This design comes from an exercise in tuning for a short achievable clock period and few clock cycles on the open sky130 flow, not from production work. Function was checked by simulation only, so behaviour that the tests miss may differ from the original.

==> trial 34: inputs <==
// apb_seq_top
module apb_seq_top (
    input  logic              clk,
    input  logic              rst_n,
    input  logic              load_en,
    input  logic [pc_w-1:0]   load_addr,
    input  logic [cmd_w-1:0]  load_word,
    input  logic [pc_w:0]     prog_len,
    input  logic              start,
    output logic              done,
    output logic              error,
    output logic [addr_w-1:0] paddr,
    output logic              psel,
    output logic              penable,
    output logic              pwrite,
    output logic [data_w-1:0] pwdata,
    input  logic              pready,
    input  logic [data_w-1:0] prdata,
    input  logic              pslverr
);
Settings: LEC_CHECK=0, CAP_MARGIN=20, CELL_PAD_IN_SITES_DETAIL_PLACEMENT=1, CELL_PAD_IN_SITES_GLOBAL_PLACEMENT=2, CORE_MARGIN=2, CORE_UTILIZATION=40, SETUP_SLACK_MARGIN=2.0, SLEW_MARGIN=20, TNS_END_PERCENT=100; clock period 4.0 ns.
run.sh (not shown) runs the stock make flow with config.mk's settings and CLKGATE_MAP_FILE= SYNTH_SCRIPT=/design/flow/synth_recipe.tcl, a recipe that flattens the netlist after the stock synthesis.
==> build 57: changes against trial 34 <==
--- a/flow/design.v
+++ b/flow/design.v
@@ -27,14 +27,13 @@
     input  logic [pc_w-1:0]       load_addr,
     input  logic [cmd_w-1:0]      load_word,
     input  logic [prog_depth-1:0] sel0,
     input  logic [prog_depth-1:0] sel1,
     output logic [cmd_w-1:0]      word_first_nx,
-    input  logic [prog_depth-1:0] sel_t_nx,
-    input  logic [prog_depth-1:0] sel_n_nx,
-    output logic [op_w-1:0]       op_t_nx,
-    output logic [op_w-1:0]       op_n_nx,
+    input  logic [prog_depth-1:0] tgt_sel_nx,
+    output logic [op_w-1:0]       op_tgt_nx,
+    output logic [op_w-1:0]       op1_nx,
     output logic [cmd_w-1:0]      rd_word0,
     output logic [cmd_w-1:0]      rd_word1,
     output logic [cmd_w-1:0]      word_first
 );
     logic [cmd_w-1:0] mem [prog_depth];
@@ -52,22 +51,20 @@
         end
     end
     assign word_first = mem[0];
     assign word_first_nx = (load_en && load_addr == '0) ? load_word : mem[0];
     always_comb begin
-        op_t_nx = '0;
-        op_n_nx = '0;
+        op_tgt_nx = '0;
         for (int i = 0; i < prog_depth; i++) begin
             if (load_en && load_addr == i) begin
-                op_t_nx = op_t_nx | (load_word[op_lsb +: op_w] & {op_w{sel_t_nx[i]}});
-                op_n_nx = op_n_nx | (load_word[op_lsb +: op_w] & {op_w{sel_n_nx[i]}});
+                op_tgt_nx = op_tgt_nx | (load_word[op_lsb +: op_w] & {op_w{tgt_sel_nx[i]}});
             end else begin
-                op_t_nx = op_t_nx | (mem[i][op_lsb +: op_w] & {op_w{sel_t_nx[i]}});
-                op_n_nx = op_n_nx | (mem[i][op_lsb +: op_w] & {op_w{sel_n_nx[i]}});
+                op_tgt_nx = op_tgt_nx | (mem[i][op_lsb +: op_w] & {op_w{tgt_sel_nx[i]}});
             end
         end
     end
+    assign op1_nx = (load_en && load_addr == 5'd1) ? load_word[op_lsb +: op_w] : mem[1][op_lsb +: op_w];
 endmodule
 `timescale 1ns/1ps
 import apb_seq_pkg::*;
 module apb_master (
     input  logic              clk,
@@ -114,21 +111,21 @@
 );
     logic       complete;
     logic       nvalid;
     logic [1:0] nkind;
     logic       load_req;
-    assign complete = psel && penable && pready;
+    assign complete = penable && pready;
     assign rd_nz    = |prdata;
     assign nc       = nc_base ^ (sel_by_data && rd_nz);
     assign nvalid   = nb_valid[nc];
     assign nkind    = nc ? nb_kind1 : nb_kind0;
-    assign take     = running && ((complete && !pslverr) || !psel) && nvalid;
+    assign take     = ((complete && !pslverr) || (!psel && running)) && nvalid;
     assign resolve  = complete && forked && !dep_buf;
     assign rd_busy  = psel && !pwrite;
     assign rd_last  = complete && !pwrite;
     assign err_end  = complete && pslverr;
-    assign flag_nx  = (!start_ok && running && complete && !pslverr && !pwrite) ? rd_nz : flag;
+    assign flag_nx  = (complete && !pslverr && !pwrite) ? rd_nz : flag;
     always_ff @(posedge clk or negedge rst_n) begin
         if (!rst_n) begin
             flag <= 1'b0;
         end else begin
             flag <= flag_nx;
@@ -212,14 +209,13 @@
     input  logic                  clk,
     input  logic                  rst_n,
     input  logic                  start_ok,
     input  logic [pc_w:0]         prog_len,
     input  logic [cmd_w-1:0]      word_first_nx,
-    output logic [prog_depth-1:0] sel_t_nx,
-    output logic [prog_depth-1:0] sel_n_nx,
-    input  logic [op_w-1:0]       op_t_nx,
-    input  logic [op_w-1:0]       op_n_nx,
+    output logic [prog_depth-1:0] tgt_sel_nx,
+    input  logic [op_w-1:0]       op_tgt_nx,
+    input  logic [op_w-1:0]       op1_nx,
     input  logic                  flag_nx,
     input  logic                  running,
     input  logic                  running_nx,
     input  logic                  err_end,
     input  logic                  flag,
@@ -287,13 +283,18 @@
         end else if (op_first == op_branch) begin
             idx_t_nx = word_first_nx[target_lsb +: pc_w];
             idx_n_nx = 5'd1;
         end
     end
+    logic [prog_depth-1:0] sel_t_nx, sel_n_nx;
+    logic [op_w-1:0]       op_t_nx, op_n_nx;
     assign sel_t_nx    = 32'd1 << idx_t_nx;
     assign sel_n_nx    = 32'd1 << idx_n_nx;
     assign init_sel_nx = flag_nx ? sel_t_nx : sel_n_nx;
+    assign tgt_sel_nx  = 32'd1 << word_first_nx[target_lsb +: pc_w];
+    assign op_t_nx     = (op_first == op_goto || op_first == op_branch) ? op_tgt_nx : op_first;
+    assign op_n_nx     = (op_first == op_goto) ? op_tgt_nx : (op_first == op_branch) ? op1_nx : op_first;
     logic                  fork_en_r;
     logic [1:0]            act_r;
     logic [1:0]            br_fall_r;
     logic [1:0]            br_take_r;
     logic                  cur_nx, forked_nx, dep_buf_nx, pre_nx, late_nx;
@@ -649,12 +650,12 @@
     logic              nc_base, err_end, psel_nx, pwrite_nx, running_nx;
     logic              take, resolve, nc, cur, forked, rd_nz, sel_by_data, dep_buf;
     logic [1:0]        nb_valid, nb_kind0, nb_kind1;
     logic [addr_w-1:0] nb_addr0, nb_addr1;
     logic [data_w-1:0] nb_data0, nb_data1;
-    logic [prog_depth-1:0] sel_t_nx, sel_n_nx;
-    logic [op_w-1:0]   op_t_nx, op_n_nx;
+    logic [prog_depth-1:0] tgt_sel_nx;
+    logic [op_w-1:0]   op_tgt_nx, op1_nx;
     assign start_ok   = start && !running;
     cmd_store u_store (
         .clk        (clk),
         .load_en    (load_en),
         .load_addr  (load_addr),
@@ -663,25 +664,23 @@
         .sel1       (sel1),
         .rd_word0   (rd_word0),
         .rd_word1   (rd_word1),
         .word_first (word_first),
         .word_first_nx(word_first_nx),
-        .sel_t_nx   (sel_t_nx),
-        .sel_n_nx   (sel_n_nx),
-        .op_t_nx    (op_t_nx),
-        .op_n_nx    (op_n_nx)
+        .tgt_sel_nx (tgt_sel_nx),
+        .op_tgt_nx  (op_tgt_nx),
+        .op1_nx     (op1_nx)
     );
     seq_control u_ctrl (
         .clk        (clk),
         .rst_n      (rst_n),
         .start_ok   (start_ok),
         .prog_len   (prog_len),
         .word_first_nx(word_first_nx),
-        .sel_t_nx   (sel_t_nx),
-        .sel_n_nx   (sel_n_nx),
-        .op_t_nx    (op_t_nx),
-        .op_n_nx    (op_n_nx),
+        .tgt_sel_nx (tgt_sel_nx),
+        .op_tgt_nx  (op_tgt_nx),
+        .op1_nx     (op1_nx),
         .flag_nx    (flag_nx),
         .running    (running),
         .running_nx (running_nx),
         .err_end     (err_end),
         .flag       (flag),
- CELL_PAD_IN_SITES_GLOBAL_PLACEMENT: 2 -> 1
- MIN_ROUTING_LAYER: not set -> met2
==> build 62: changes against trial 34 <==
--- a/flow/design.v
+++ b/flow/design.v
@@ -27,14 +27,13 @@
     input  logic [pc_w-1:0]       load_addr,
     input  logic [cmd_w-1:0]      load_word,
     input  logic [prog_depth-1:0] sel0,
     input  logic [prog_depth-1:0] sel1,
     output logic [cmd_w-1:0]      word_first_nx,
-    input  logic [prog_depth-1:0] sel_t_nx,
-    input  logic [prog_depth-1:0] sel_n_nx,
-    output logic [op_w-1:0]       op_t_nx,
-    output logic [op_w-1:0]       op_n_nx,
+    input  logic [prog_depth-1:0] tgt_sel_nx,
+    output logic [op_w-1:0]       op_tgt_nx,
+    output logic [op_w-1:0]       op1_nx,
     output logic [cmd_w-1:0]      rd_word0,
     output logic [cmd_w-1:0]      rd_word1,
     output logic [cmd_w-1:0]      word_first
 );
     logic [cmd_w-1:0] mem [prog_depth];
@@ -52,22 +51,20 @@
         end
     end
     assign word_first = mem[0];
     assign word_first_nx = (load_en && load_addr == '0) ? load_word : mem[0];
     always_comb begin
-        op_t_nx = '0;
-        op_n_nx = '0;
+        op_tgt_nx = '0;
         for (int i = 0; i < prog_depth; i++) begin
             if (load_en && load_addr == i) begin
-                op_t_nx = op_t_nx | (load_word[op_lsb +: op_w] & {op_w{sel_t_nx[i]}});
-                op_n_nx = op_n_nx | (load_word[op_lsb +: op_w] & {op_w{sel_n_nx[i]}});
+                op_tgt_nx = op_tgt_nx | (load_word[op_lsb +: op_w] & {op_w{tgt_sel_nx[i]}});
             end else begin
-                op_t_nx = op_t_nx | (mem[i][op_lsb +: op_w] & {op_w{sel_t_nx[i]}});
-                op_n_nx = op_n_nx | (mem[i][op_lsb +: op_w] & {op_w{sel_n_nx[i]}});
+                op_tgt_nx = op_tgt_nx | (mem[i][op_lsb +: op_w] & {op_w{tgt_sel_nx[i]}});
             end
         end
     end
+    assign op1_nx = (load_en && load_addr == 5'd1) ? load_word[op_lsb +: op_w] : mem[1][op_lsb +: op_w];
 endmodule
 `timescale 1ns/1ps
 import apb_seq_pkg::*;
 module apb_master (
     input  logic              clk,
@@ -114,21 +111,21 @@
 );
     logic       complete;
     logic       nvalid;
     logic [1:0] nkind;
     logic       load_req;
-    assign complete = psel && penable && pready;
+    assign complete = penable && pready;
     assign rd_nz    = |prdata;
     assign nc       = nc_base ^ (sel_by_data && rd_nz);
     assign nvalid   = nb_valid[nc];
     assign nkind    = nc ? nb_kind1 : nb_kind0;
-    assign take     = running && ((complete && !pslverr) || !psel) && nvalid;
+    assign take     = ((complete && !pslverr) || (!psel && running)) && nvalid;
     assign resolve  = complete && forked && !dep_buf;
     assign rd_busy  = psel && !pwrite;
     assign rd_last  = complete && !pwrite;
     assign err_end  = complete && pslverr;
-    assign flag_nx  = (!start_ok && running && complete && !pslverr && !pwrite) ? rd_nz : flag;
+    assign flag_nx  = (complete && !pslverr && !pwrite) ? rd_nz : flag;
     always_ff @(posedge clk or negedge rst_n) begin
         if (!rst_n) begin
             flag <= 1'b0;
         end else begin
             flag <= flag_nx;
@@ -212,14 +209,13 @@
     input  logic                  clk,
     input  logic                  rst_n,
     input  logic                  start_ok,
     input  logic [pc_w:0]         prog_len,
     input  logic [cmd_w-1:0]      word_first_nx,
-    output logic [prog_depth-1:0] sel_t_nx,
-    output logic [prog_depth-1:0] sel_n_nx,
-    input  logic [op_w-1:0]       op_t_nx,
-    input  logic [op_w-1:0]       op_n_nx,
+    output logic [prog_depth-1:0] tgt_sel_nx,
+    input  logic [op_w-1:0]       op_tgt_nx,
+    input  logic [op_w-1:0]       op1_nx,
     input  logic                  flag_nx,
     input  logic                  running,
     input  logic                  running_nx,
     input  logic                  err_end,
     input  logic                  flag,
@@ -287,13 +283,18 @@
         end else if (op_first == op_branch) begin
             idx_t_nx = word_first_nx[target_lsb +: pc_w];
             idx_n_nx = 5'd1;
         end
     end
+    logic [prog_depth-1:0] sel_t_nx, sel_n_nx;
+    logic [op_w-1:0]       op_t_nx, op_n_nx;
     assign sel_t_nx    = 32'd1 << idx_t_nx;
     assign sel_n_nx    = 32'd1 << idx_n_nx;
     assign init_sel_nx = flag_nx ? sel_t_nx : sel_n_nx;
+    assign tgt_sel_nx  = 32'd1 << word_first_nx[target_lsb +: pc_w];
+    assign op_t_nx     = (op_first == op_goto || op_first == op_branch) ? op_tgt_nx : op_first;
+    assign op_n_nx     = (op_first == op_goto) ? op_tgt_nx : (op_first == op_branch) ? op1_nx : op_first;
     logic                  fork_en_r;
     logic [1:0]            act_r;
     logic [1:0]            br_fall_r;
     logic [1:0]            br_take_r;
     logic                  cur_nx, forked_nx, dep_buf_nx, pre_nx, late_nx;
@@ -649,12 +650,12 @@
     logic              nc_base, err_end, psel_nx, pwrite_nx, running_nx;
     logic              take, resolve, nc, cur, forked, rd_nz, sel_by_data, dep_buf;
     logic [1:0]        nb_valid, nb_kind0, nb_kind1;
     logic [addr_w-1:0] nb_addr0, nb_addr1;
     logic [data_w-1:0] nb_data0, nb_data1;
-    logic [prog_depth-1:0] sel_t_nx, sel_n_nx;
-    logic [op_w-1:0]   op_t_nx, op_n_nx;
+    logic [prog_depth-1:0] tgt_sel_nx;
+    logic [op_w-1:0]   op_tgt_nx, op1_nx;
     assign start_ok   = start && !running;
     cmd_store u_store (
         .clk        (clk),
         .load_en    (load_en),
         .load_addr  (load_addr),
@@ -663,25 +664,23 @@
         .sel1       (sel1),
         .rd_word0   (rd_word0),
         .rd_word1   (rd_word1),
         .word_first (word_first),
         .word_first_nx(word_first_nx),
-        .sel_t_nx   (sel_t_nx),
-        .sel_n_nx   (sel_n_nx),
-        .op_t_nx    (op_t_nx),
-        .op_n_nx    (op_n_nx)
+        .tgt_sel_nx (tgt_sel_nx),
+        .op_tgt_nx  (op_tgt_nx),
+        .op1_nx     (op1_nx)
     );
     seq_control u_ctrl (
         .clk        (clk),
         .rst_n      (rst_n),
         .start_ok   (start_ok),
         .prog_len   (prog_len),
         .word_first_nx(word_first_nx),
-        .sel_t_nx   (sel_t_nx),
-        .sel_n_nx   (sel_n_nx),
-        .op_t_nx    (op_t_nx),
-        .op_n_nx    (op_n_nx),
+        .tgt_sel_nx (tgt_sel_nx),
+        .op_tgt_nx  (op_tgt_nx),
+        .op1_nx     (op1_nx),
         .flag_nx    (flag_nx),
         .running    (running),
         .running_nx (running_nx),
         .err_end     (err_end),
         .flag       (flag),
==> results.yml <==
cells_and_area:
  largest_reg_flops: 1632
synth:
  synth_xor_xnor_area_share_pct: 0.0583
status:
  run_status: "finished clean"
run:
  maxCapViolations: 0
detailed_routing:
  dr.pass1.iters: 10
setup_path:
  cp-endpoint: "u_apb.paddr[2]"
global_route:
  met2_usage_pct: 74.0
(the above is from build 62)
==> results.yml <==
synth:
  synth_xor_xnor_area_share_pct: 0.0583
status:
  run_status: "stopped before the end"
  lastStage: "global routing"
  error_message: "[ERROR GRT-0116] Global routing finished with congestion. Check the congestion regions in the DRC Viewer."
global_route:
  met2_usage_pct: 92.1
place:
  numPortBuffers: 152
(the above is from build 57)
==> results.yml <==
setup_path:
  cp-endpoint: "u_ctrl.u_path0.c_goto"
synth:
  yosysTopAreaCellShare_pct: 59.9
  synth_xor_xnor_area_share_pct: 0.0383
detailed_routing:
  dr.pass1.iters: 8
timing:
  clock_skew_ns: 0.0615
cells_and_area:
  largest_reg_flops: 1632
global_route:
  gr-usage-met3_pct: 25.7
run:
  maxCapViolations: 0
status:
  run_status: "finished clean"
(the above is from trial 34)
Testbench counts of trial 34, summed over its fixed seeds: cycles 84,760.
Testbench counts of build 57, summed over its fixed seeds: cycles 84,760.
Testbench counts of build 62, summed over its fixed seeds: cycles 84,760.

-- separate check: timing with driven ports --
No port has a modelled driver above. Below, the same layouts with a new extraction and two added sets of constraints.
Step 1 sets driving cells, clkbuf_16 on the clock port and buf_2 on the other inputs (assumed; they add their load-dependent delay and slew).
Step 2 also shifts input and output timing later by t, the mid clock arrival at the registers, as if the neighbouring blocks saw the same clock.
Slacks: ideal / step 1 / step 2; pairs: ideal / step 1.
run	shift t [ns]	setup WS [ns]	worst setup path at the end
trial 34	1.013	1.129 / 1.129 / 0.276	input to register
build 62	1.025	1.151 / 1.151 / 0.260	input to register
After both steps every run listed still meets setup and hold. The setup slack of build 62, which loses most, moves by 0.000 ns with the drivers and by -0.891 ns with both steps.
